Context: an optimization exercise on an open-source flow, tuned for small area, a short achievable clock period and few clock cycles per item. The choices shown serve that exercise and are no tape-out recipe.
Function was checked by simulation only, so behaviour that the tests miss may differ from the original.
Power is estimated from default activity; no workload was simulated.

[flow/design.v]
package des_pkg;
    typedef logic [63:0] block_t;
    typedef logic [31:0] half_t;
    typedef logic [55:0] cd_t;
    typedef logic [47:0] subkey_t;
    typedef logic [5:0]  sbox_in_t;
    typedef logic [3:0]  sbox_out_t;
    typedef logic [3:0]  round_idx_t;
    typedef enum logic [1:0] {
        st_idle,
        st_run,
        st_done
    } des_state_t;
    localparam int des_rounds = 16;
    localparam logic [15:0] shift_sched = 16'b1000_0001_0000_0011;
    localparam logic [64*8-1:0] ip_tab = {
        8'd58, 8'd50, 8'd42, 8'd34, 8'd26, 8'd18, 8'd10, 8'd2, 8'd60, 8'd52, 8'd44, 8'd36, 8'd28, 8'd20, 8'd12, 8'd4,
        8'd62, 8'd54, 8'd46, 8'd38, 8'd30, 8'd22, 8'd14, 8'd6, 8'd64, 8'd56, 8'd48, 8'd40, 8'd32, 8'd24, 8'd16, 8'd8,
        8'd57, 8'd49, 8'd41, 8'd33, 8'd25, 8'd17, 8'd9, 8'd1, 8'd59, 8'd51, 8'd43, 8'd35, 8'd27, 8'd19, 8'd11, 8'd3,
        8'd61, 8'd53, 8'd45, 8'd37, 8'd29, 8'd21, 8'd13, 8'd5, 8'd63, 8'd55, 8'd47, 8'd39, 8'd31, 8'd23, 8'd15, 8'd7
    };
    localparam logic [64*8-1:0] fp_tab = {
        8'd40, 8'd8, 8'd48, 8'd16, 8'd56, 8'd24, 8'd64, 8'd32, 8'd39, 8'd7, 8'd47, 8'd15, 8'd55, 8'd23, 8'd63, 8'd31,
        8'd38, 8'd6, 8'd46, 8'd14, 8'd54, 8'd22, 8'd62, 8'd30, 8'd37, 8'd5, 8'd45, 8'd13, 8'd53, 8'd21, 8'd61, 8'd29,
        8'd36, 8'd4, 8'd44, 8'd12, 8'd52, 8'd20, 8'd60, 8'd28, 8'd35, 8'd3, 8'd43, 8'd11, 8'd51, 8'd19, 8'd59, 8'd27,
        8'd34, 8'd2, 8'd42, 8'd10, 8'd50, 8'd18, 8'd58, 8'd26, 8'd33, 8'd1, 8'd41, 8'd9, 8'd49, 8'd17, 8'd57, 8'd25
    };
    localparam logic [48*8-1:0] e_tab = {
        8'd32, 8'd1, 8'd2, 8'd3, 8'd4, 8'd5, 8'd4, 8'd5, 8'd6, 8'd7, 8'd8, 8'd9, 8'd8, 8'd9, 8'd10, 8'd11,
        8'd12, 8'd13, 8'd12, 8'd13, 8'd14, 8'd15, 8'd16, 8'd17, 8'd16, 8'd17, 8'd18, 8'd19, 8'd20, 8'd21, 8'd20, 8'd21,
        8'd22, 8'd23, 8'd24, 8'd25, 8'd24, 8'd25, 8'd26, 8'd27, 8'd28, 8'd29, 8'd28, 8'd29, 8'd30, 8'd31, 8'd32, 8'd1
    };
    localparam logic [32*8-1:0] p_tab = {
        8'd16, 8'd7, 8'd20, 8'd21, 8'd29, 8'd12, 8'd28, 8'd17, 8'd1, 8'd15, 8'd23, 8'd26, 8'd5, 8'd18, 8'd31, 8'd10,
        8'd2, 8'd8, 8'd24, 8'd14, 8'd32, 8'd27, 8'd3, 8'd9, 8'd19, 8'd13, 8'd30, 8'd6, 8'd22, 8'd11, 8'd4, 8'd25
    };
    localparam logic [56*8-1:0] pc1_tab = {
        8'd57, 8'd49, 8'd41, 8'd33, 8'd25, 8'd17, 8'd9, 8'd1, 8'd58, 8'd50, 8'd42, 8'd34, 8'd26, 8'd18, 8'd10, 8'd2,
        8'd59, 8'd51, 8'd43, 8'd35, 8'd27, 8'd19, 8'd11, 8'd3, 8'd60, 8'd52, 8'd44, 8'd36, 8'd63, 8'd55, 8'd47, 8'd39,
        8'd31, 8'd23, 8'd15, 8'd7, 8'd62, 8'd54, 8'd46, 8'd38, 8'd30, 8'd22, 8'd14, 8'd6, 8'd61, 8'd53, 8'd45, 8'd37,
        8'd29, 8'd21, 8'd13, 8'd5, 8'd28, 8'd20, 8'd12, 8'd4
    };
    localparam logic [48*8-1:0] pc2_tab = {
        8'd14, 8'd17, 8'd11, 8'd24, 8'd1, 8'd5, 8'd3, 8'd28, 8'd15, 8'd6, 8'd21, 8'd10, 8'd23, 8'd19, 8'd12, 8'd4,
        8'd26, 8'd8, 8'd16, 8'd7, 8'd27, 8'd20, 8'd13, 8'd2, 8'd41, 8'd52, 8'd31, 8'd37, 8'd47, 8'd55, 8'd30, 8'd40,
        8'd51, 8'd45, 8'd33, 8'd48, 8'd44, 8'd49, 8'd39, 8'd56, 8'd34, 8'd53, 8'd46, 8'd42, 8'd50, 8'd36, 8'd29, 8'd32
    };
    function automatic block_t initial_perm(block_t x);
        block_t r;
        for (int i = 0; i < 64; i++) begin
            r[63 - i] = x[64 - ip_tab[(63 - i) * 8 +: 8]];
        end
        initial_perm = r;
    endfunction
    function automatic block_t final_perm(block_t x);
        block_t r;
        for (int i = 0; i < 64; i++) begin
            r[63 - i] = x[64 - fp_tab[(63 - i) * 8 +: 8]];
        end
        final_perm = r;
    endfunction
    function automatic subkey_t expand(half_t x);
        subkey_t r;
        for (int i = 0; i < 48; i++) begin
            r[47 - i] = x[32 - e_tab[(47 - i) * 8 +: 8]];
        end
        expand = r;
    endfunction
    function automatic half_t p_perm(half_t x);
        half_t r;
        for (int i = 0; i < 32; i++) begin
            r[31 - i] = x[32 - p_tab[(31 - i) * 8 +: 8]];
        end
        p_perm = r;
    endfunction
    function automatic cd_t pc1(block_t x);
        cd_t r;
        for (int i = 0; i < 56; i++) begin
            r[55 - i] = x[64 - pc1_tab[(55 - i) * 8 +: 8]];
        end
        pc1 = r;
    endfunction
    function automatic subkey_t pc2(cd_t x);
        subkey_t r;
        for (int i = 0; i < 48; i++) begin
            r[47 - i] = x[56 - pc2_tab[(47 - i) * 8 +: 8]];
        end
        pc2 = r;
    endfunction
endpackage
`timescale 1ns/1ns
module des_sbox (
    input  des_pkg::subkey_t mixed,
    output des_pkg::half_t   sub
);
    function automatic logic [3:0] s1(logic [5:0] x);
        case (x)
            6'd0: s1 = 4'd14;
            6'd1: s1 = 4'd0;
            6'd2: s1 = 4'd4;
            6'd3: s1 = 4'd15;
            6'd4: s1 = 4'd13;
            6'd5: s1 = 4'd7;
            6'd6: s1 = 4'd1;
            6'd7: s1 = 4'd4;
            6'd8: s1 = 4'd2;
            6'd9: s1 = 4'd14;
            6'd10: s1 = 4'd15;
            6'd11: s1 = 4'd2;
            6'd12: s1 = 4'd11;
            6'd13: s1 = 4'd13;
            6'd14: s1 = 4'd8;
            6'd15: s1 = 4'd1;
            6'd16: s1 = 4'd3;
            6'd17: s1 = 4'd10;
            6'd18: s1 = 4'd10;
            6'd19: s1 = 4'd6;
            6'd20: s1 = 4'd6;
            6'd21: s1 = 4'd12;
            6'd22: s1 = 4'd12;
            6'd23: s1 = 4'd11;
            6'd24: s1 = 4'd5;
            6'd25: s1 = 4'd9;
            6'd26: s1 = 4'd9;
            6'd27: s1 = 4'd5;
            6'd28: s1 = 4'd0;
            6'd29: s1 = 4'd3;
            6'd30: s1 = 4'd7;
            6'd31: s1 = 4'd8;
            6'd32: s1 = 4'd4;
            6'd33: s1 = 4'd15;
            6'd34: s1 = 4'd1;
            6'd35: s1 = 4'd12;
            6'd36: s1 = 4'd14;
            6'd37: s1 = 4'd8;
            6'd38: s1 = 4'd8;
            6'd39: s1 = 4'd2;
            6'd40: s1 = 4'd13;
            6'd41: s1 = 4'd4;
            6'd42: s1 = 4'd6;
            6'd43: s1 = 4'd9;
            6'd44: s1 = 4'd2;
            6'd45: s1 = 4'd1;
            6'd46: s1 = 4'd11;
            6'd47: s1 = 4'd7;
            6'd48: s1 = 4'd15;
            6'd49: s1 = 4'd5;
            6'd50: s1 = 4'd12;
            6'd51: s1 = 4'd11;
            6'd52: s1 = 4'd9;
            6'd53: s1 = 4'd3;
            6'd54: s1 = 4'd7;
            6'd55: s1 = 4'd14;
            6'd56: s1 = 4'd3;
            6'd57: s1 = 4'd10;
            6'd58: s1 = 4'd10;
            6'd59: s1 = 4'd0;
            6'd60: s1 = 4'd5;
            6'd61: s1 = 4'd6;
            6'd62: s1 = 4'd0;
            6'd63: s1 = 4'd13;
            default: s1 = 4'd0;
        endcase
    endfunction
    function automatic logic [3:0] s2(logic [5:0] x);
        case (x)
            6'd0: s2 = 4'd15;
            6'd1: s2 = 4'd3;
            6'd2: s2 = 4'd1;
            6'd3: s2 = 4'd13;
            6'd4: s2 = 4'd8;
            6'd5: s2 = 4'd4;
            6'd6: s2 = 4'd14;
            6'd7: s2 = 4'd7;
            6'd8: s2 = 4'd6;
            6'd9: s2 = 4'd15;
            6'd10: s2 = 4'd11;
            6'd11: s2 = 4'd2;
            6'd12: s2 = 4'd3;
            6'd13: s2 = 4'd8;
            6'd14: s2 = 4'd4;
            6'd15: s2 = 4'd14;
            6'd16: s2 = 4'd9;
            6'd17: s2 = 4'd12;
            6'd18: s2 = 4'd7;
            6'd19: s2 = 4'd0;
            6'd20: s2 = 4'd2;
            6'd21: s2 = 4'd1;
            6'd22: s2 = 4'd13;
            6'd23: s2 = 4'd10;
            6'd24: s2 = 4'd12;
            6'd25: s2 = 4'd6;
            6'd26: s2 = 4'd0;
            6'd27: s2 = 4'd9;
            6'd28: s2 = 4'd5;
            6'd29: s2 = 4'd11;
            6'd30: s2 = 4'd10;
            6'd31: s2 = 4'd5;
            6'd32: s2 = 4'd0;
            6'd33: s2 = 4'd13;
            6'd34: s2 = 4'd14;
            6'd35: s2 = 4'd8;
            6'd36: s2 = 4'd7;
            6'd37: s2 = 4'd10;
            6'd38: s2 = 4'd11;
            6'd39: s2 = 4'd1;
            6'd40: s2 = 4'd10;
            6'd41: s2 = 4'd3;
            6'd42: s2 = 4'd4;
            6'd43: s2 = 4'd15;
            6'd44: s2 = 4'd13;
            6'd45: s2 = 4'd4;
            6'd46: s2 = 4'd1;
            6'd47: s2 = 4'd2;
            6'd48: s2 = 4'd5;
            6'd49: s2 = 4'd11;
            6'd50: s2 = 4'd8;
            6'd51: s2 = 4'd6;
            6'd52: s2 = 4'd12;
            6'd53: s2 = 4'd7;
            6'd54: s2 = 4'd6;
            6'd55: s2 = 4'd12;
            6'd56: s2 = 4'd9;
            6'd57: s2 = 4'd0;
            6'd58: s2 = 4'd3;
            6'd59: s2 = 4'd5;
            6'd60: s2 = 4'd2;
            6'd61: s2 = 4'd14;
            6'd62: s2 = 4'd15;
            6'd63: s2 = 4'd9;
            default: s2 = 4'd0;
        endcase
    endfunction
    function automatic logic [3:0] s3(logic [5:0] x);
        case (x)
            6'd0: s3 = 4'd10;
            6'd1: s3 = 4'd13;
            6'd2: s3 = 4'd0;
            6'd3: s3 = 4'd7;
            6'd4: s3 = 4'd9;
            6'd5: s3 = 4'd0;
            6'd6: s3 = 4'd14;
            6'd7: s3 = 4'd9;
            6'd8: s3 = 4'd6;
            6'd9: s3 = 4'd3;
            6'd10: s3 = 4'd3;
            6'd11: s3 = 4'd4;
            6'd12: s3 = 4'd15;
            6'd13: s3 = 4'd6;
            6'd14: s3 = 4'd5;
            6'd15: s3 = 4'd10;
            6'd16: s3 = 4'd1;
            6'd17: s3 = 4'd2;
            6'd18: s3 = 4'd13;
            6'd19: s3 = 4'd8;
            6'd20: s3 = 4'd12;
            6'd21: s3 = 4'd5;
            6'd22: s3 = 4'd7;
            6'd23: s3 = 4'd14;
            6'd24: s3 = 4'd11;
            6'd25: s3 = 4'd12;
            6'd26: s3 = 4'd4;
            6'd27: s3 = 4'd11;
            6'd28: s3 = 4'd2;
            6'd29: s3 = 4'd15;
            6'd30: s3 = 4'd8;
            6'd31: s3 = 4'd1;
            6'd32: s3 = 4'd13;
            6'd33: s3 = 4'd1;
            6'd34: s3 = 4'd6;
            6'd35: s3 = 4'd10;
            6'd36: s3 = 4'd4;
            6'd37: s3 = 4'd13;
            6'd38: s3 = 4'd9;
            6'd39: s3 = 4'd0;
            6'd40: s3 = 4'd8;
            6'd41: s3 = 4'd6;
            6'd42: s3 = 4'd15;
            6'd43: s3 = 4'd9;
            6'd44: s3 = 4'd3;
            6'd45: s3 = 4'd8;
            6'd46: s3 = 4'd0;
            6'd47: s3 = 4'd7;
            6'd48: s3 = 4'd11;
            6'd49: s3 = 4'd4;
            6'd50: s3 = 4'd1;
            6'd51: s3 = 4'd15;
            6'd52: s3 = 4'd2;
            6'd53: s3 = 4'd14;
            6'd54: s3 = 4'd12;
            6'd55: s3 = 4'd3;
            6'd56: s3 = 4'd5;
            6'd57: s3 = 4'd11;
            6'd58: s3 = 4'd10;
            6'd59: s3 = 4'd5;
            6'd60: s3 = 4'd14;
            6'd61: s3 = 4'd2;
            6'd62: s3 = 4'd7;
            6'd63: s3 = 4'd12;
            default: s3 = 4'd0;
        endcase
    endfunction
    function automatic logic [3:0] s4(logic [5:0] x);
        case (x)
            6'd0: s4 = 4'd7;
            6'd1: s4 = 4'd13;
            6'd2: s4 = 4'd13;
            6'd3: s4 = 4'd8;
            6'd4: s4 = 4'd14;
            6'd5: s4 = 4'd11;
            6'd6: s4 = 4'd3;
            6'd7: s4 = 4'd5;
            6'd8: s4 = 4'd0;
            6'd9: s4 = 4'd6;
            6'd10: s4 = 4'd6;
            6'd11: s4 = 4'd15;
            6'd12: s4 = 4'd9;
            6'd13: s4 = 4'd0;
            6'd14: s4 = 4'd10;
            6'd15: s4 = 4'd3;
            6'd16: s4 = 4'd1;
            6'd17: s4 = 4'd4;
            6'd18: s4 = 4'd2;
            6'd19: s4 = 4'd7;
            6'd20: s4 = 4'd8;
            6'd21: s4 = 4'd2;
            6'd22: s4 = 4'd5;
            6'd23: s4 = 4'd12;
            6'd24: s4 = 4'd11;
            6'd25: s4 = 4'd1;
            6'd26: s4 = 4'd12;
            6'd27: s4 = 4'd10;
            6'd28: s4 = 4'd4;
            6'd29: s4 = 4'd14;
            6'd30: s4 = 4'd15;
            6'd31: s4 = 4'd9;
            6'd32: s4 = 4'd10;
            6'd33: s4 = 4'd3;
            6'd34: s4 = 4'd6;
            6'd35: s4 = 4'd15;
            6'd36: s4 = 4'd9;
            6'd37: s4 = 4'd0;
            6'd38: s4 = 4'd0;
            6'd39: s4 = 4'd6;
            6'd40: s4 = 4'd12;
            6'd41: s4 = 4'd10;
            6'd42: s4 = 4'd11;
            6'd43: s4 = 4'd1;
            6'd44: s4 = 4'd7;
            6'd45: s4 = 4'd13;
            6'd46: s4 = 4'd13;
            6'd47: s4 = 4'd8;
            6'd48: s4 = 4'd15;
            6'd49: s4 = 4'd9;
            6'd50: s4 = 4'd1;
            6'd51: s4 = 4'd4;
            6'd52: s4 = 4'd3;
            6'd53: s4 = 4'd5;
            6'd54: s4 = 4'd14;
            6'd55: s4 = 4'd11;
            6'd56: s4 = 4'd5;
            6'd57: s4 = 4'd12;
            6'd58: s4 = 4'd2;
            6'd59: s4 = 4'd7;
            6'd60: s4 = 4'd8;
            6'd61: s4 = 4'd2;
            6'd62: s4 = 4'd4;
            6'd63: s4 = 4'd14;
            default: s4 = 4'd0;
        endcase
    endfunction
    function automatic logic [3:0] s5(logic [5:0] x);
        case (x)
            6'd0: s5 = 4'd2;
            6'd1: s5 = 4'd14;
            6'd2: s5 = 4'd12;
            6'd3: s5 = 4'd11;
            6'd4: s5 = 4'd4;
            6'd5: s5 = 4'd2;
            6'd6: s5 = 4'd1;
            6'd7: s5 = 4'd12;
            6'd8: s5 = 4'd7;
            6'd9: s5 = 4'd4;
            6'd10: s5 = 4'd10;
            6'd11: s5 = 4'd7;
            6'd12: s5 = 4'd11;
            6'd13: s5 = 4'd13;
            6'd14: s5 = 4'd6;
            6'd15: s5 = 4'd1;
            6'd16: s5 = 4'd8;
            6'd17: s5 = 4'd5;
            6'd18: s5 = 4'd5;
            6'd19: s5 = 4'd0;
            6'd20: s5 = 4'd3;
            6'd21: s5 = 4'd15;
            6'd22: s5 = 4'd15;
            6'd23: s5 = 4'd10;
            6'd24: s5 = 4'd13;
            6'd25: s5 = 4'd3;
            6'd26: s5 = 4'd0;
            6'd27: s5 = 4'd9;
            6'd28: s5 = 4'd14;
            6'd29: s5 = 4'd8;
            6'd30: s5 = 4'd9;
            6'd31: s5 = 4'd6;
            6'd32: s5 = 4'd4;
            6'd33: s5 = 4'd11;
            6'd34: s5 = 4'd2;
            6'd35: s5 = 4'd8;
            6'd36: s5 = 4'd1;
            6'd37: s5 = 4'd12;
            6'd38: s5 = 4'd11;
            6'd39: s5 = 4'd7;
            6'd40: s5 = 4'd10;
            6'd41: s5 = 4'd1;
            6'd42: s5 = 4'd13;
            6'd43: s5 = 4'd14;
            6'd44: s5 = 4'd7;
            6'd45: s5 = 4'd2;
            6'd46: s5 = 4'd8;
            6'd47: s5 = 4'd13;
            6'd48: s5 = 4'd15;
            6'd49: s5 = 4'd6;
            6'd50: s5 = 4'd9;
            6'd51: s5 = 4'd15;
            6'd52: s5 = 4'd12;
            6'd53: s5 = 4'd0;
            6'd54: s5 = 4'd5;
            6'd55: s5 = 4'd9;
            6'd56: s5 = 4'd6;
            6'd57: s5 = 4'd10;
            6'd58: s5 = 4'd3;
            6'd59: s5 = 4'd4;
            6'd60: s5 = 4'd0;
            6'd61: s5 = 4'd5;
            6'd62: s5 = 4'd14;
            6'd63: s5 = 4'd3;
            default: s5 = 4'd0;
        endcase
    endfunction
    function automatic logic [3:0] s6(logic [5:0] x);
        case (x)
            6'd0: s6 = 4'd12;
            6'd1: s6 = 4'd10;
            6'd2: s6 = 4'd1;
            6'd3: s6 = 4'd15;
            6'd4: s6 = 4'd10;
            6'd5: s6 = 4'd4;
            6'd6: s6 = 4'd15;
            6'd7: s6 = 4'd2;
            6'd8: s6 = 4'd9;
            6'd9: s6 = 4'd7;
            6'd10: s6 = 4'd2;
            6'd11: s6 = 4'd12;
            6'd12: s6 = 4'd6;
            6'd13: s6 = 4'd9;
            6'd14: s6 = 4'd8;
            6'd15: s6 = 4'd5;
            6'd16: s6 = 4'd0;
            6'd17: s6 = 4'd6;
            6'd18: s6 = 4'd13;
            6'd19: s6 = 4'd1;
            6'd20: s6 = 4'd3;
            6'd21: s6 = 4'd13;
            6'd22: s6 = 4'd4;
            6'd23: s6 = 4'd14;
            6'd24: s6 = 4'd14;
            6'd25: s6 = 4'd0;
            6'd26: s6 = 4'd7;
            6'd27: s6 = 4'd11;
            6'd28: s6 = 4'd5;
            6'd29: s6 = 4'd3;
            6'd30: s6 = 4'd11;
            6'd31: s6 = 4'd8;
            6'd32: s6 = 4'd9;
            6'd33: s6 = 4'd4;
            6'd34: s6 = 4'd14;
            6'd35: s6 = 4'd3;
            6'd36: s6 = 4'd15;
            6'd37: s6 = 4'd2;
            6'd38: s6 = 4'd5;
            6'd39: s6 = 4'd12;
            6'd40: s6 = 4'd2;
            6'd41: s6 = 4'd9;
            6'd42: s6 = 4'd8;
            6'd43: s6 = 4'd5;
            6'd44: s6 = 4'd12;
            6'd45: s6 = 4'd15;
            6'd46: s6 = 4'd3;
            6'd47: s6 = 4'd10;
            6'd48: s6 = 4'd7;
            6'd49: s6 = 4'd11;
            6'd50: s6 = 4'd0;
            6'd51: s6 = 4'd14;
            6'd52: s6 = 4'd4;
            6'd53: s6 = 4'd1;
            6'd54: s6 = 4'd10;
            6'd55: s6 = 4'd7;
            6'd56: s6 = 4'd1;
            6'd57: s6 = 4'd6;
            6'd58: s6 = 4'd13;
            6'd59: s6 = 4'd0;
            6'd60: s6 = 4'd11;
            6'd61: s6 = 4'd8;
            6'd62: s6 = 4'd6;
            6'd63: s6 = 4'd13;
            default: s6 = 4'd0;
        endcase
    endfunction
    function automatic logic [3:0] s7(logic [5:0] x);
        case (x)
            6'd0: s7 = 4'd4;
            6'd1: s7 = 4'd13;
            6'd2: s7 = 4'd11;
            6'd3: s7 = 4'd0;
            6'd4: s7 = 4'd2;
            6'd5: s7 = 4'd11;
            6'd6: s7 = 4'd14;
            6'd7: s7 = 4'd7;
            6'd8: s7 = 4'd15;
            6'd9: s7 = 4'd4;
            6'd10: s7 = 4'd0;
            6'd11: s7 = 4'd9;
            6'd12: s7 = 4'd8;
            6'd13: s7 = 4'd1;
            6'd14: s7 = 4'd13;
            6'd15: s7 = 4'd10;
            6'd16: s7 = 4'd3;
            6'd17: s7 = 4'd14;
            6'd18: s7 = 4'd12;
            6'd19: s7 = 4'd3;
            6'd20: s7 = 4'd9;
            6'd21: s7 = 4'd5;
            6'd22: s7 = 4'd7;
            6'd23: s7 = 4'd12;
            6'd24: s7 = 4'd5;
            6'd25: s7 = 4'd2;
            6'd26: s7 = 4'd10;
            6'd27: s7 = 4'd15;
            6'd28: s7 = 4'd6;
            6'd29: s7 = 4'd8;
            6'd30: s7 = 4'd1;
            6'd31: s7 = 4'd6;
            6'd32: s7 = 4'd1;
            6'd33: s7 = 4'd6;
            6'd34: s7 = 4'd4;
            6'd35: s7 = 4'd11;
            6'd36: s7 = 4'd11;
            6'd37: s7 = 4'd13;
            6'd38: s7 = 4'd13;
            6'd39: s7 = 4'd8;
            6'd40: s7 = 4'd12;
            6'd41: s7 = 4'd1;
            6'd42: s7 = 4'd3;
            6'd43: s7 = 4'd4;
            6'd44: s7 = 4'd7;
            6'd45: s7 = 4'd10;
            6'd46: s7 = 4'd14;
            6'd47: s7 = 4'd7;
            6'd48: s7 = 4'd10;
            6'd49: s7 = 4'd9;
            6'd50: s7 = 4'd15;
            6'd51: s7 = 4'd5;
            6'd52: s7 = 4'd6;
            6'd53: s7 = 4'd0;
            6'd54: s7 = 4'd8;
            6'd55: s7 = 4'd15;
            6'd56: s7 = 4'd0;
            6'd57: s7 = 4'd14;
            6'd58: s7 = 4'd5;
            6'd59: s7 = 4'd2;
            6'd60: s7 = 4'd9;
            6'd61: s7 = 4'd3;
            6'd62: s7 = 4'd2;
            6'd63: s7 = 4'd12;
            default: s7 = 4'd0;
        endcase
    endfunction
    function automatic logic [3:0] s8(logic [5:0] x);
        case (x)
            6'd0: s8 = 4'd13;
            6'd1: s8 = 4'd1;
            6'd2: s8 = 4'd2;
            6'd3: s8 = 4'd15;
            6'd4: s8 = 4'd8;
            6'd5: s8 = 4'd13;
            6'd6: s8 = 4'd4;
            6'd7: s8 = 4'd8;
            6'd8: s8 = 4'd6;
            6'd9: s8 = 4'd10;
            6'd10: s8 = 4'd15;
            6'd11: s8 = 4'd3;
            6'd12: s8 = 4'd11;
            6'd13: s8 = 4'd7;
            6'd14: s8 = 4'd1;
            6'd15: s8 = 4'd4;
            6'd16: s8 = 4'd10;
            6'd17: s8 = 4'd12;
            6'd18: s8 = 4'd9;
            6'd19: s8 = 4'd5;
            6'd20: s8 = 4'd3;
            6'd21: s8 = 4'd6;
            6'd22: s8 = 4'd14;
            6'd23: s8 = 4'd11;
            6'd24: s8 = 4'd5;
            6'd25: s8 = 4'd0;
            6'd26: s8 = 4'd0;
            6'd27: s8 = 4'd14;
            6'd28: s8 = 4'd12;
            6'd29: s8 = 4'd9;
            6'd30: s8 = 4'd7;
            6'd31: s8 = 4'd2;
            6'd32: s8 = 4'd7;
            6'd33: s8 = 4'd2;
            6'd34: s8 = 4'd11;
            6'd35: s8 = 4'd1;
            6'd36: s8 = 4'd4;
            6'd37: s8 = 4'd14;
            6'd38: s8 = 4'd1;
            6'd39: s8 = 4'd7;
            6'd40: s8 = 4'd9;
            6'd41: s8 = 4'd4;
            6'd42: s8 = 4'd12;
            6'd43: s8 = 4'd10;
            6'd44: s8 = 4'd14;
            6'd45: s8 = 4'd8;
            6'd46: s8 = 4'd2;
            6'd47: s8 = 4'd13;
            6'd48: s8 = 4'd0;
            6'd49: s8 = 4'd15;
            6'd50: s8 = 4'd6;
            6'd51: s8 = 4'd12;
            6'd52: s8 = 4'd10;
            6'd53: s8 = 4'd9;
            6'd54: s8 = 4'd13;
            6'd55: s8 = 4'd0;
            6'd56: s8 = 4'd15;
            6'd57: s8 = 4'd3;
            6'd58: s8 = 4'd3;
            6'd59: s8 = 4'd5;
            6'd60: s8 = 4'd5;
            6'd61: s8 = 4'd6;
            6'd62: s8 = 4'd8;
            6'd63: s8 = 4'd11;
            default: s8 = 4'd0;
        endcase
    endfunction
    assign sub[31:28] = s1(mixed[47:42]);
    assign sub[27:24] = s2(mixed[41:36]);
    assign sub[23:20] = s3(mixed[35:30]);
    assign sub[19:16] = s4(mixed[29:24]);
    assign sub[15:12] = s5(mixed[23:18]);
    assign sub[11:8] = s6(mixed[17:12]);
    assign sub[7:4] = s7(mixed[11:6]);
    assign sub[3:0] = s8(mixed[5:0]);
endmodule
`timescale 1ns/1ns
module des_round (
    input  des_pkg::half_t   left,
    input  des_pkg::half_t   right,
    input  des_pkg::subkey_t subkey,
    output des_pkg::half_t   left_out,
    output des_pkg::half_t   right_out
);
    des_pkg::subkey_t mixed;
    des_pkg::half_t   sub;
    assign mixed = des_pkg::expand(right) ^ subkey;
    des_sbox u_sbox (
        .mixed (mixed),
        .sub   (sub)
    );
    assign left_out  = right;
    assign right_out = left ^ des_pkg::p_perm(sub);
endmodule
`timescale 1ns/1ns
module des_key_schedule (
    input  logic             ck,
    input  logic             rst,
    input  logic             key_capture,
    input  logic             decrypt,
    input  des_pkg::block_t  key,
    input  logic             round_en,
    input  logic             one_shift,
    output logic             pend,
    output des_pkg::subkey_t subkey
);
    des_pkg::cd_t cd;
    des_pkg::cd_t cd0;
    logic         dec;
    function automatic des_pkg::cd_t rotl(des_pkg::cd_t x, logic one);
        logic [27:0] c;
        logic [27:0] d;
        c = x[55:28];
        d = x[27:0];
        if (one) begin
            rotl = {c[26:0], c[27], d[26:0], d[27]};
        end else begin
            rotl = {c[25:0], c[27:26], d[25:0], d[27:26]};
        end
    endfunction
    function automatic des_pkg::cd_t rotr(des_pkg::cd_t x, logic one);
        logic [27:0] c;
        logic [27:0] d;
        c = x[55:28];
        d = x[27:0];
        if (one) begin
            rotr = {c[0], c[27:1], d[0], d[27:1]};
        end else begin
            rotr = {c[1:0], c[27:2], d[1:0], d[27:2]};
        end
    endfunction
    assign cd0 = des_pkg::pc1(key);
    always_ff @(posedge ck) begin
        if (rst) begin
            pend <= 1'b0;
        end else if (key_capture) begin
            pend <= !decrypt;
        end else begin
            pend <= 1'b0;
        end
    end
    always_ff @(posedge ck) begin
        if (key_capture) begin
            dec <= decrypt;
            cd  <= cd0;
        end else if (pend || round_en) begin
            cd  <= (dec && !pend) ? rotr(cd, one_shift) : rotl(cd, one_shift || pend);
        end
    end
    assign subkey = des_pkg::pc2(cd);
endmodule
`timescale 1ns/1ns
module des_block_path (
    input  logic             ck,
    input  logic             load_block,
    input  logic             round_en,
    input  des_pkg::block_t  din,
    input  des_pkg::subkey_t subkey,
    output des_pkg::block_t  dout
);
    des_pkg::block_t lr;
    des_pkg::half_t  left_n;
    des_pkg::half_t  right_n;
    des_round u_round (
        .left      (lr[63:32]),
        .right     (lr[31:0]),
        .subkey    (subkey),
        .left_out  (left_n),
        .right_out (right_n)
    );
    always_ff @(posedge ck) begin
        if (load_block) begin
            lr <= des_pkg::initial_perm(din);
        end else if (round_en) begin
            lr <= {left_n, right_n};
        end
    end
    assign dout = des_pkg::final_perm({lr[31:0], lr[63:32]});
endmodule
`timescale 1ns/1ns
module des_control (
    input  logic ck,
    input  logic rst,
    input  logic start,
    input  logic key_load,
    input  logic pend,
    output logic key_capture,
    output logic load_block,
    output logic round_en,
    output logic one_shift,
    output logic done,
    output logic busy
);
    logic [3:0] step;
    assign key_capture = key_load && !busy;
    assign load_block  = start && !busy;
    assign round_en    = busy && !done && !pend;
    assign one_shift = (step == 4'd0) || (step == 4'd7) || (step == 4'd14) || (step == 4'd15);
    always_ff @(posedge ck) begin
        if (rst) begin
            busy <= 1'b0;
            done <= 1'b0;
            step <= '0;
        end else begin
            done <= round_en && (step == 4'd15);
            if (load_block) begin
                busy <= 1'b1;
            end else if (done) begin
                busy <= 1'b0;
            end
            if (round_en) begin
                step <= step + 1'b1;
            end
        end
    end
endmodule
`timescale 1ns/1ns
module des_core (
    input  logic            ck,
    input  logic            rst,
    input  logic            key_load,
    input  logic            decrypt,
    input  logic            start,
    input  des_pkg::block_t key,
    input  des_pkg::block_t din,
    output des_pkg::block_t dout,
    output logic            done,
    output logic            busy
);
    logic             key_capture;
    logic             load_block;
    logic             round_en;
    logic             one_shift;
    logic             pend;
    des_pkg::subkey_t subkey;
    des_control u_control (
        .ck          (ck),
        .rst         (rst),
        .start       (start),
        .key_load    (key_load),
        .pend        (pend),
        .key_capture (key_capture),
        .load_block  (load_block),
        .round_en    (round_en),
        .one_shift   (one_shift),
        .done        (done),
        .busy        (busy)
    );
    des_key_schedule u_key_schedule (
        .ck          (ck),
        .rst         (rst),
        .key_capture (key_capture),
        .decrypt     (decrypt),
        .key         (key),
        .round_en    (round_en),
        .one_shift   (one_shift),
        .pend        (pend),
        .subkey      (subkey)
    );
    des_block_path u_block_path (
        .ck         (ck),
        .load_block (load_block),
        .round_en   (round_en),
        .din        (din),
        .subkey     (subkey),
        .dout       (dout)
    );
endmodule
[flow/flow/run.sh]
#!/bin/bash
# The standard layout (standard.sh), with two changes to how it is made:
#  - the port buffers are plain buf_1 cells instead of the delay cells
#    buffer_ports picks by itself;
#  - synthesis skips the half/full-adder extraction (no ADDER_MAP_FILE), so the
#    S-box logic is left whole to ABC. Registers are unchanged.
# Each tool's output stays in orfs/logs/; make's own output goes to flow_make.log.
set -euo pipefail
export BUFFER_PORTS_ARGS="-buffer_cell sky130_fd_sc_hd__buf_1"
export ADDER_MAP_FILE=
bash standard.sh finish > flow_make.log 2>&1
[flow/standard.sh]
#!/bin/bash
# synth_recipe.tcl (not shown) runs the flow's synth.tcl, then flattens the netlist and writes it again
# the make line also repeats each setting of config.mk as NAME=value (left out here)
make -C /OpenROAD-flow-scripts/flow DESIGN_CONFIG=/design/flow/config.mk WORK_HOME=/design/flow/orfs CLKGATE_MAP_FILE= SYNTH_SCRIPT=/design/flow/synth_recipe.tcl "${@:-finish}"
[flow/config.mk]
export PLATFORM = sky130hd
export DESIGN_NAME = des_core
export DESIGN_NICKNAME = des_core
export VERILOG_FILES = /design/flow/design.v
export SDC_FILE = /design/flow/constraint.sdc
export NUM_CORES = 4
export LEC_CHECK = 0
export CAP_MARGIN = 20
export CORE_MARGIN = 2
export CORE_UTILIZATION = 40
export SETUP_SLACK_MARGIN = 3.5
export SLEW_MARGIN = 20
[flow/constraint.sdc]
create_clock -name core_clock -period 6.0 [get_ports {ck}]
set_input_delay 1.2000 -clock core_clock [delete_from_list [all_inputs] [get_ports {ck}]]
set_output_delay 1.2000 -clock core_clock [all_outputs]
set_load 0.01 [all_outputs]
==> impl_metrics.json, run 1 <==
{
  "worst_path_dominant_cell_family": "flip-flops",
  "rows": 64,
  "routed_wl_um": 46700,
  "rsz_0062_raised_after_global_routing": "true",
  "design.portCount": 199,
  "crit_path_end_kind": "output pin",
  "synth_enable_flop_cells": 121,
  "worst_slack_at_placement_ns": 2.43,
  "clock_tree.root_cell": "sky130_fd_sc_hd__clkbuf_16",
  "initial_utilization_pct": 40.8,
  "power_per_unit_of_standard_cell_area_nw_per_um2": 678,
  "fillers": 2794,
  "die_h_um": 181,
  "vias_in_the_first_global_route": 12330,
  "critPathKind": "reg -> out",
  "relative_contribution_of_sequential_cells_to_total_power_pct": 15.0,
  "dieArea_um2": 32800,
  "drive_above_1_share_pct": 22.2,
  "drc_errors": 0,
  "tritoncts": "yes",
  "insertedDiodeCount": 0,
  "total_switching_power_mw": 5.76,
  "synth_ff_type": "sky130_fd_sc_hd__edfxtp_1",
  "max-vdd-ir-drop_mv": 0.270,
  "slew_headroom_pct": 27.0,
  "ys_seq_area_share_pct": 30.1,
  "final-instance-count-excl-fill": 2335,
  "critPathMaxStageDelay_ns": 0.57,
  "async_flop_share_pct": 0,
  "pwr-share-clk_pct": 10.0,
  "actual_transition_at_the_worst_max_transition_pin_ns": 1.09,
  "final.setup.tns_ns": 0,
  "count_of_placed_standard_cells_including_taps": 2099,
  "report.final.slew_viol_count": 0,
  "worstPathRequired_ns": 4.80,
  "drtPass1Iterations": 8,
  "switching_share_pct": 49.3,
  "yosysUniqueCellTypes": 67,
  "grt_util_all_layers_pct": 26.2,
  "ff2ff_setup_slack_ns": 3.50,
  "fin_skew_ns": 0.0133,
  "synthesis.instances": 1636,
  "worstPathArrival_ns": 1.35,
  "synth_fp_nets": 1769,
  "clkLatencyLatePin_ns": 0.44,
  "timing.final.crit_period_ns": 2.55,
  "io_buffer_count": 190,
  "r2r_end": "u_block_path.lr[21]$_DFFE_PP_",
  "routed-via-count": 14312,
  "worst-r2r-cell-count": 9,
  "core-area_um2": 30700,
  "chipWidth_um": 181,
  "hold_path.class": "reg -> reg",
  "fin_crit_sh_pct": 42.5,
  "most_common_cell_after_layout_fill_and_taps_aside": "sky130_fd_sc_hd__nand2_1",
  "final_hold_viol_count": 0,
  "min-delay-start": "u_control.step[3]$_SDFFE_PP0P_",
  "setup_ws_ns": 3.45,
  "utilization_after_layout_pct": 56.0,
  "whs_ns": 0.522,
  "startpoint_type": "register",
  "ant_nets": 0,
  "overflow_left_after_global_routing": 0,
  "grt_start_max_net_pins": 70,
  "detail_route.iter0.violations": 2176,
  "run_status": "timing/DRC/antenna clean",
  "grt_pass1_wl_um": 68500,
  "critical_path.n_buffers_inverters": 2,
  "critical_path_peak_fanout": 4,
  "maxCapViolCount": 0,
  "routed_wire_length_per_instance_um": 20.0,
  "layout-area-overhead-vs-synth_pct": 37.2,
  "min_delay_worst_endpoint": "u_control.done$_SDFF_PP0_",
  "timing.final.setup_violations": 0,
  "layout_common_cells": "sky130_fd_sc_hd__nand2_1, sky130_fd_sc_hd__buf_1, sky130_fd_sc_hd__buf_4",
  "critPathSlowestCell": "sky130_fd_sc_hd__edfxtp_1",
  "hpwlAfterDp_um": 28300,
  "cts_hold_buf": 0,
  "synth.ff_latch_count": 128,
  "detail_route.vias_per_cell": 6.13,
  "mappedNetlistArea_um2": 12500,
  "cell_internal_pwr_mw": 5.91,
  "place_congestion": 0.904,
  "tritoncts.num_buffers": 17,
  "number_of_instances_on_the_worst_hold_path": 1,
  "cp_cell_sequence": "buf_4, buf_1",
  "syn-mean-instance-area_um2": 7.67,
  "share_of_power_burned_in_combinational_logic_pct": 75.0,
  "rr_startpoint": "u_block_path.lr[8]$_DFFE_PP_",
  "cts_max_level": 4,
  "cts_sinks": 128,
  "fmaxAchievable_mhz": 392,
  "yosys_warnings": 5,
  "clk_pin_slew_ns": 0.07,
  "static-leakage-power_nw": 6.23,
  "nNetsFinal": 2059,
  "antenna_found_initial": 0,
  "clock_path_buffers": 2
}
how the worst max path moves through the flow:
stage	startpoint	end	slack, ns	cells after the start
floorplan	start	u_block_path.lr[0]$_DFFE_PP_	3.50	3
global placement	u_control.step[0]$_SDFFE_PP0P_	u_key_schedule.cd[54]$_DFFE_PP_	2.46	7
detailed placement	u_control.step[0]$_SDFFE_PP0P_	u_key_schedule.cd[51]$_DFFE_PP_	2.43	7
CTS	u_key_schedule.cd[8]$_DFFE_PP_	u_block_path.lr[3]$_DFFE_PP_	3.44	7
global route	u_key_schedule.cd[8]$_DFFE_PP_	u_block_path.lr[21]$_DFFE_PP_	3.37	7
finish	u_block_path.lr[29]$_DFFE_PP_	dout[22]	3.45	2
cell usage after synthesis, drive strengths merged (3+ instances only):
master,n,area [um^2]
a2111oi,3,26.3
a211o,3,26.3
a211oi,32,245
a21boi,3,22.5
a21oi,80,400
a221oi,10,87.6
a222oi,6,60.1
a22oi,4,30.0
a311oi,9,85.1
a31oi,28,175
a32oi,5,43.8
and3,5,31.3
buf,74,370
clkbuf,78,293
dfxtp,7,140
edfxtp,121,3630
mux2,57,642
mux2i,8,80.1
nand2,365,1370
nand2b,4,25.0
nand3,100,500
nand4,18,113
nor2,84,315
nor2b,3,18.8
nor3,48,240
nor3b,3,22.5
nor4,17,106
o2111ai,4,35.0
o211ai,27,203
o21ai,188,941
o221ai,15,131
o22ai,21,131
o311ai,11,96.3
o31ai,9,67.6
o32ai,10,95.1
xnor2,80,783
xor2,65,674
worst register-to-register path: stages, from the launching register on:
cell and delay, ns:
sky130_fd_sc_hd__edfxtp_1 0.43, sky130_fd_sc_hd__buf_12 0.18, sky130_fd_sc_hd__xnor2_1 0.13, sky130_fd_sc_hd__buf_4 0.20, sky130_fd_sc_hd__maj3_1 0.34, sky130_fd_sc_hd__nand3_1 0.08, sky130_fd_sc_hd__o211ai_1 0.09, sky130_fd_sc_hd__o211ai_1 0.50
sky130_fd_sc_hd__xor2_1 0.19, sky130_fd_sc_hd__a21oi_1 0.08
routing by layer:
metal,global-route usage (%),part of all wire (%)
met5,0,0
met4,10.3,3.6
met3,4.78,8.7
met2,40.1,46
met1,36.6,42
per-stage QoR:
stage | area [um^2] | total power [mW]
after CTS | 15700 | 10.3
after global routing | 17200 | 12.4
final | 17200 | 11.7
after floorplan | 12600 | 6.66
after detailed placement | 13400 | 8.13
after global placement | 13400 | 8.03
cells by family (layout without fill, tap and decap cells):
kind of cell               after synthesis  after routing  share of synthesized area, %
muxes                                   66             66                          5.93
and+or+nand+nor                        654            663                          22.2
buffers and inverters                  152            442                          5.29
xor gates and xnor gates               145            149                          11.6
DFF                                    128            128                          30.1
adders and majority gates                2              2                         0.160
AOI/OAI and AO/OA                      489            489                          24.7
timing repair:
action / CTS / global route
buffers inserted: 74 / 113
pin swaps: 18 / 44
hold endpoints to repair: 0 / 0
resized for setup: 88 / 69
cloned: 10 / 7
endpoints found under the setup margin: 160 / 75
sequential cells by signal (all words and copies together) (netlist names):
register,count
u_block_path.lr,64
u_key_schedule.cd,56
u_control.step,4
u_control.busy,1
u_control.done,1
u_key_schedule.dec,1
u_key_schedule.pend,1
power groups by stage:
stage          Sequential, mW  Clock (mW)  Combinational, mW
2_1_floorplan            1.69           0               4.98
3_3_place_gp             1.94           0               6.10
3_5_place_dp             1.94           0               6.19
4_1_cts                  1.80        1.17               7.34
5_1_grt                  1.78        1.21               9.41
6_report                 1.75        1.16               8.75
final cells by class:
cell class / instances / area (um^2) / share of cell area (%)
clock buffers: 22 / 551 / 3.20
clock inverters: 10 / 105 / 0.611
multi-input cells: 1369 / 9480 / 55.1
flip-flops and latches: 128 / 3770 / 21.9
well taps: 396 / 495 / 2.88
repair buffers: 410 / 2810 / 16.3
Testbench counts, summed over its fixed seeds: cycles 23,199, blocks 1,280.
==> run 2: changes to the inputs <==
--- a/flow/config.mk
+++ b/flow/config.mk
@@ -6,4 +6,5 @@
 export NUM_CORES = 4
 export LEC_CHECK = 0
+export ABC_AREA = 1
 export CAP_MARGIN = 20
 export CORE_MARGIN = 2
==> run 2 against run 1 <==
  * Still clean
  * Core utilization decreased by 8.4 points
  * Non-clock buffer count decreased by 195
  * Worst setup slack improved by 0.052 ns
  * Cell count increased by 2.7%
  * Sequential power decreased by 7%
  * Critical path depth decreased by 1
  * Worst hold slack got worse by 0.0072 ns
  * Register-to-register slack improved by 0.18 ns
  * Count of clock-buffer cells in the layout decreased by 4
  * Die area decreased by 8.6%
  * Routed wire length decreased by 9.1%
  * Final area decreased by 23%
  * Largest cell class unchanged
  * Largest power group unchanged
==> impl_metrics.json, run 2 <==
{
  "synthAdderAreaFrac_pct": 0,
  "layout-area-overhead-vs-synth_pct": 16.3,
  "grt_pass1_wl_um": 65300,
  "io_buffer_count": 190,
  "grt_util_all_layers_pct": 27.5,
  "detail_route.iter0.violations": 1659,
  "die_h_um": 173,
  "min_delay_worst_endpoint": "u_control.done$_SDFF_PP0_",
  "mappedNetlistArea_um2": 11400,
  "synth_top_family_by_area": "simple AND/OR/NAND/NOR gates",
  "fmaxAchievable_mhz": 401,
  "biggestRegsByFlops": "u_block_path.lr (64), u_key_schedule.cd (56), u_control.step (4)",
  "final.setup.tns_ns": 0,
  "tritoncts.num_buffers": 17,
  "dieArea_um2": 30000,
  "ff2ff_setup_slack_ns": 3.68,
  "worstPathRequired_ns": 4.80,
  "r2r_end": "u_block_path.lr[23]$_DFFE_PP_",
  "share_of_power_burned_in_combinational_logic_pct": 60.4,
  "design.portCount": 199,
  "maxCapViolCount": 0,
  "ant_nets": 0,
  "clkLatencyLatePin_ns": 0.44,
  "synthSimpleGateAreaFrac_pct": 42.4,
  "synth_ff_type": "sky130_fd_sc_hd__edfxtp_1",
  "post_synthesis_xor_xnor_area_fraction_pct": 2.79,
  "routed-via-count": 13316,
  "yosys_warnings": 5,
  "number_of_instances_on_the_worst_hold_path": 2,
  "timing.final.setup_violations": 0,
  "portion_of_synthesized_cell_area_occupied_by_the_leading_cell_type_pct": 31.7,
  "hold_path.class": "reg -> reg",
  "yosysUniqueCellTypes": 33,
  "ys_top_cells_by_count": "sky130_fd_sc_hd__nand2_1, sky130_fd_sc_hd__nand3_1, sky130_fd_sc_hd__o21ai_0",
  "cell_internal_pwr_mw": 3.23,
  "antenna_found_initial": 0,
  "core-area_um2": 28000,
  "critical_path.n_buffers_inverters": 1,
  "worst-r2r-cell-count": 12,
  "vias_in_the_first_global_route": 11593,
  "place_congestion": 0.955,
  "run_status": "timing/DRC/antenna clean",
  "worstPathArrival_ns": 1.30,
  "grt_start_max_net_pins": 90,
  "routed_wl_um": 42500,
  "clock_path_buffers": 2,
  "fin_skew_ns": 0.0126,
  "rr_startpoint": "u_block_path.lr[27]$_DFFE_PP_",
  "total_switching_power_mw": 3.54,
  "tritoncts": "yes",
  "fin_crit_sh_pct": 41.6,
  "nNetsFinal": 2140,
  "synth_compound_gate_area_share_pct": 14.5,
  "final-instance-count-excl-fill": 2397,
  "synth_enable_flop_cells": 121,
  "initial_utilization_pct": 40.9,
  "final_cell_area_um2": 13300,
  "count_of_placed_standard_cells_including_taps": 2349,
  "critPathMaxStageDelay_ns": 0.63,
  "synthesis.instances": 1846,
  "switching_share_pct": 52.3,
  "cp_cell_sequence": "buf_1",
  "max_reg_flops": 64,
  "drtPass1Iterations": 5,
  "cts_sinks": 128,
  "synth_mux_area_share_pct": 0,
  "crit_path_end_kind": "output pin",
  "rows": 61,
  "placedInstanceArea_um2": 12400,
  "drc_errors": 0,
  "clock_tree.root_cell": "sky130_fd_sc_hd__clkbuf_16",
  "routed_wire_length_per_instance_um": 17.7,
  "detail_route.vias_per_cell": 5.56,
  "insertedDiodeCount": 0,
  "power_per_unit_of_standard_cell_area_nw_per_um2": 509,
  "ys_seq_area_share_pct": 33.0,
  "max-vdd-ir-drop_mv": 0.201,
  "min-delay-start": "u_control.step[3]$_SDFFE_PP0P_",
  "rsz_0062_raised_after_global_routing": "true",
  "relative_contribution_of_sequential_cells_to_total_power_pct": 24.1,
  "hpwlAfterDp_um": 30600,
  "design_power_total_mw": 6.77,
  "overflow_left_after_global_routing": 0,
  "startpoint_type": "register",
  "post-synth-top-count-cell": "sky130_fd_sc_hd__nand2_1",
  "synth_fp_nets": 1979,
  "worst_path_dominant_cell_family": "flip-flops",
  "timing.final.crit_period_ns": 2.50,
  "pwr-share-clk_pct": 15.6,
  "clk_pin_slew_ns": 0.06,
  "report.final.slew_viol_count": 0,
  "chipWidth_um": 173,
  "yosys.area.top_type": "sky130_fd_sc_hd__edfxtp_1",
  "async_flop_share_pct": 0,
  "critPathSlowestCell": "sky130_fd_sc_hd__edfxtp_1",
  "static-leakage-power_nw": 6.13,
  "critical_path_peak_fanout": 5,
  "layout_common_cells": "sky130_fd_sc_hd__nand2_1, sky130_fd_sc_hd__nand3_1, sky130_fd_sc_hd__buf_1",
  "registers.top_by_ff_count": "u_block_path.lr",
  "cts_max_level": 4,
  "syn-mean-instance-area_um2": 6.20,
  "synth.ff_latch_count": 128,
  "most_common_cell_after_layout_fill_and_taps_aside": "sky130_fd_sc_hd__nand2_1",
  "actual_transition_at_the_worst_max_transition_pin_ns": 0.852,
  "slew_headroom_pct": 42.8,
  "drive_above_1_share_pct": 5.15,
  "top_post_synthesis_cells_by_area": "sky130_fd_sc_hd__edfxtp_1, sky130_fd_sc_hd__nand2_1, sky130_fd_sc_hd__nand3_1",
  "critPathKind": "reg -> out",
  "final_hold_viol_count": 0
}
## run 2: power by group through the flow
stage          combinational, mW  sequential (mW)  clock [mW]
3_5_place_dp                3.89             1.64           0
5_1_grt                     4.65             1.66        1.09
4_1_cts                     3.92             1.63        1.06
6_report                    4.09             1.63        1.05
3_3_place_gp                3.89             1.64           0
2_1_floorplan               2.93             1.54           0
## run 2: cell families (layout without fill, tap and decap cells)
family                 after synthesis  count (layout)
flip-flops                         128             128
buffers and inverters              212             384
AO/OA/AOI/OAI                      299             299
AND/OR/NAND/NOR                   1174            1175
XOR/XNOR                            33              33
## run 2: metrics by stage
step	setup slack (ns)	hold WS [ns]	util (%)
floorplan	3.51	0.466	-
global placement	3.01	0.501	44.4
detailed placement	2.96	0.505	44.4
CTS	3.51	0.515	46.7
global route	3.44	0.541	47.5
finish	3.50	0.515	47.5
## run 2: worst max-delay path by stage
stage / from / end / slack, ns / cells after the start
after floorplan: key_load / u_key_schedule.cd[0]$_DFFE_PP_ / 3.51 / 3
after global placement: start / u_block_path.lr[57]$_DFFE_PP_ / 3.01 / 5
after detailed placement: start / u_block_path.lr[57]$_DFFE_PP_ / 2.96 / 5
after CTS: u_key_schedule.pend$_SDFF_PP0_ / u_key_schedule.cd[44]$_DFFE_PP_ / 3.51 / 9
after global routing: u_block_path.lr[19]$_DFFE_PP_ / u_block_path.lr[8]$_DFFE_PP_ / 3.44 / 13
final: u_block_path.lr[31]$_DFFE_PP_ / dout[6] / 3.50 / 1
## run 2: repair_timing
| action | 4_1_cts | 5_1_grt |
|---|---|---|
| hold buffers | 0 | 0 |
| pin swaps | 0 | 2 |
| resized for setup | 10 | 32 |
| endpoints found under the setup margin | 52 | 136 |
| buffers inserted | 2 | 12 |
| cloned | 2 | 1 |
## run 2: tightest hold or removal path, delay by kind of cell, from the launching register on
family | cells | cell delay [ns]
buf+inv | 1 | 0.09
flops | 1 | 0.33
simple gates | 1 | 0.06
## run 2: final cells by class
class | count | area (um^2)
inverter | 136 | 531
tap | 378 | 473
fill | 2995 | 14700
timing repair buffer | 215 | 921
sequential | 128 | 3770
timing repair inverter | 2 | 12.5
multi-input combinational | 1507 | 7030
clock buffer | 18 | 429
clock inverter | 13 | 143
## run 2: layer usage
layer	wire length, um	vias to the layer above	GRT usage (%)
met4	882	0	7.42
met3	3480	57	4.95
li1	-	6505	-
met5	0	-	0
met2	18800	622	41.5
met1	19300	6132	40.3
==> run 3: changes to the inputs <==
--- a/flow/config.mk
+++ b/flow/config.mk
@@ -10,4 +10,4 @@
 export CORE_MARGIN = 2
 export CORE_UTILIZATION = 40
-export SETUP_SLACK_MARGIN = 3.5
+export SETUP_SLACK_MARGIN = 3.8
 export SLEW_MARGIN = 20
==> run 3 against run 2 <==
  * Critical path type unchanged
  * Final area increased by 15%
  * Via count increased by 5.8%
  * Still clean
  * Cell count increased by 6.3%
==> impl_metrics.json, run 3 <==
{
  "critPathKind": "reg -> out",
  "placedInstanceArea_um2": 12400,
  "critPathSlowestCell": "sky130_fd_sc_hd__edfxtp_1",
  "maxCapViolCount": 0,
  "vias_in_the_first_global_route": 12110,
  "critical_path.n_buffers_inverters": 2,
  "synth_enable_flop_cells": 121,
  "clock_path_buffers": 2,
  "drtPass1Iterations": 7,
  "synth.ff_latch_count": 128,
  "cts_hold_buf": 0,
  "fin_crit_sh_pct": 38.5,
  "fillers": 2849,
  "tritoncts.num_buffers": 17,
  "final_hold_viol_count": 0,
  "rows": 61,
  "tritoncts": "yes",
  "initial_utilization_pct": 40.9,
  "yosys.area.top_type": "sky130_fd_sc_hd__edfxtp_1",
  "max-vdd-ir-drop_mv": 0.215,
  "worst_path_dominant_cell_family": "flip-flops",
  "hpwlAfterDp_um": 30200,
  "async_flop_share_pct": 0,
  "rsz_0062_raised_after_global_routing": "true",
  "max_reg_flops": 64,
  "die_h_um": 173,
  "crit_path_end_kind": "output pin",
  "ys_seq_area_share_pct": 33.0,
  "clkLatencyLatePin_ns": 0.43,
  "ys_top_cells_by_count": "sky130_fd_sc_hd__nand2_1, sky130_fd_sc_hd__nand3_1, sky130_fd_sc_hd__o21ai_0",
  "mappedNetlistArea_um2": 11400,
  "fin_skew_ns": 0.0164,
  "run_status": "timing/DRC/antenna clean",
  "layout_common_cells": "sky130_fd_sc_hd__nand2_1, sky130_fd_sc_hd__nand3_1, sky130_fd_sc_hd__buf_1",
  "place_congestion": 0.929,
  "clk_pin_slew_ns": 0.06,
  "syn-mean-instance-area_um2": 6.20,
  "synth_ff_type": "sky130_fd_sc_hd__edfxtp_1",
  "report.final.slew_viol_count": 0,
  "most_common_cell_after_layout_fill_and_taps_aside": "sky130_fd_sc_hd__nand2_1",
  "chipWidth_um": 173,
  "grt_start_max_net_pins": 65,
  "clock_tree.root_cell": "sky130_fd_sc_hd__clkbuf_16",
  "critical_path_peak_fanout": 2,
  "routed_wire_length_per_instance_um": 17.8,
  "antenna_found_initial": 1,
  "worstPathRequired_ns": 4.80,
  "core-area_um2": 28000,
  "critPathMaxStageDelay_ns": 0.41,
  "registers.top_by_ff_count": "u_block_path.lr",
  "overflow_left_after_global_routing": 0,
  "nNetsFinal": 2289,
  "detail_route.vias_per_cell": 5.53,
  "ant_nets": 0,
  "routed_wl_um": 45300,
  "post-synth-top-count-cell": "sky130_fd_sc_hd__nand2_1",
  "fmaxAchievable_mhz": 433,
  "design.portCount": 199,
  "synth_fp_nets": 1979,
  "grt_pass1_wl_um": 67400,
  "cts_max_level": 4,
  "yosysUniqueCellTypes": 33,
  "timing.final.setup_violations": 0,
  "layout-area-overhead-vs-synth_pct": 33.3,
  "worstPathArrival_ns": 1.11,
  "actual_transition_at_the_worst_max_transition_pin_ns": 0.592,
  "cp_cell_sequence": "buf_6, buf_6",
  "startpoint_type": "register",
  "top_post_synthesis_cells_by_area": "sky130_fd_sc_hd__edfxtp_1, sky130_fd_sc_hd__nand2_1, sky130_fd_sc_hd__nand3_1",
  "cts_sinks": 128,
  "critical-path-top-cell-by-count": "sky130_fd_sc_hd__buf_6",
  "drc_errors": 0,
  "static-leakage-power_nw": 7.11,
  "final_cell_area_um2": 15300,
  "routed-via-count": 14093,
  "final.setup.tns_ns": 0,
  "hold_path.class": "reg -> reg",
  "biggestRegsByFlops": "u_block_path.lr (64), u_key_schedule.cd (56), u_control.step (4)",
  "portion_of_synthesized_cell_area_occupied_by_the_leading_cell_type_pct": 31.7,
  "power_per_unit_of_standard_cell_area_nw_per_um2": 506,
  "slew_headroom_pct": 60.2,
  "detail_route.iter0.violations": 1820,
  "timing.final.crit_period_ns": 2.31,
  "io_buffer_count": 190,
  "drive_above_1_share_pct": 18.3,
  "grt_util_all_layers_pct": 28.3,
  "dieArea_um2": 30000,
  "yosys_warnings": 5,
  "synthesis.instances": 1846
}
[run 3: cell counts after synthesis]
No cell type changed its count.
[run 3: final cells by class]
cell class | count | area (um^2) | share of cell area (%)
diodes | 1 | 2.50 | 0.0164
clock buffers | 18 | 429 | 2.81
clock inverters | 14 | 119 | 0.779
inverters | 136 | 571 | 3.74
multi-input cells | 1509 | 7660 | 50.2
flip-flops and latches | 128 | 3770 | 24.7
well taps | 378 | 473 | 3.10
repair buffers | 360 | 2200 | 14.4
repair inverters | 4 | 27.5 | 0.180
[run 3: where the power goes]
group / total [mW] / switching [mW] / internal, mW
combinational: 5.22 / 3.28 / 1.94
sequential: 1.49 / 0.206 / 1.28
clock: 1.02 / 0.449 / 0.568
total: 7.72 / 3.93 / 3.79
[run 3: kinds of logic (layout without fill, tap and decap cells)]
family,after synthesis,after routing,share of synthesized area [%]
buf+inv,212,532,7.33
flops,128,128,33.0
simple gates,1174,1177,42.4
compound gates,299,299,14.5
xor+xnor,33,33,2.79
other cells,0,1,0
[run 3: what timing repair did]
| action | CTS | global route |
|---|---|---|
| cloned | 5 | 4 |
| gates resized for setup | 68 | 193 |
| pin swaps | 4 | 20 |
| buffers inserted | 86 | 71 |
| endpoints found under the setup margin | 291 | 156 |
[run 3: path summary, 6_finish.rpt]
path	end	start	cells after the start	slack (ns)
worst max-delay path	dout[26]	u_block_path.lr[12]$_DFFE_PP_	2	3.69
worst min-delay path	u_control.step[3]$_SDFFE_PP0P_	u_control.step[3]$_SDFFE_PP0P_	2	0.51
worst max register to register	u_block_path.lr[27]$_DFFE_PP_	u_block_path.lr[0]$_DFFE_PP_	15	3.81
worst min register to register	u_control.step[3]$_SDFFE_PP0P_	u_control.step[3]$_SDFFE_PP0P_	2	0.51
[run 3: layer usage]
| layer | wire [um] | global-route usage (%) | vias up |
|---|---|---|---|
| met5 | 0 | 0 | - |
| met4 | 1160 | 8.65 | 0 |
| met3 | 3920 | 4.86 | 68 |
| met2 | 20100 | 43.2 | 682 |
| met1 | 20100 | 40.9 | 6524 |
| li1 | - | - | 6819 |
[run 3: worst min-delay path: stages (launching register included)]
cell	delay [ns]
sky130_fd_sc_hd__dfxtp_1	0.32
sky130_fd_sc_hd__nor2_1	0.10
sky130_fd_sc_hd__nor3_1	0.05
[run 3: through the flow]
stage	util (%)	hold WS, ns	power (mW)	cells	setup slack, ns
2_1_floorplan	-	0.466	4.47	1846	3.72
3_3_place_gp	44.4	0.494	5.54	2349	2.94
3_5_place_dp	44.4	0.508	5.54	2349	2.89
4_1_cts	50.0	0.517	6.95	2472	3.69
5_1_grt	54.5	0.559	8.35	2548	3.67
6_report	54.5	0.509	7.72	2548	3.69

## re-timing with driven ports
The flow's constraints put no driver on any port. The routed layouts listed below were extracted and timed again, unchanged, in two steps. Step 1 sets driving cells, clkbuf_16 on the clock port and buf_2 on the other inputs (assumed; they add their load-dependent delay and slew). Step 2, shift: input delay + t, output delay - t, t = (earliest + latest rising clock arrival at the registers) / 2. This alone moves slack from input paths to output paths. Slacks: ideal ports / drivers / drivers and shift; pairs: ideal ports / drivers.
run | t (ns) | setup WS [ns] | worst setup path after step 2 | worst register clock-pin slew, ns | cell pins on the clock port's net
run 1 | 0.485 | 3.452 / 3.401 / 3.136 | input to register | 0.07 / 0.07 | 1
run 2 | 0.492 | 3.504 / 3.449 / 3.146 | input to register | 0.07 / 0.07 | 1
run 3 | 0.477 | 3.692 / 3.642 / 3.437 | input to register | 0.07 / 0.07 | 1
After both steps setup and hold are still met in every run listed. For run 2, which loses most, drivers alone change the setup slack by -0.055 ns; drivers and shift together by -0.358 ns.
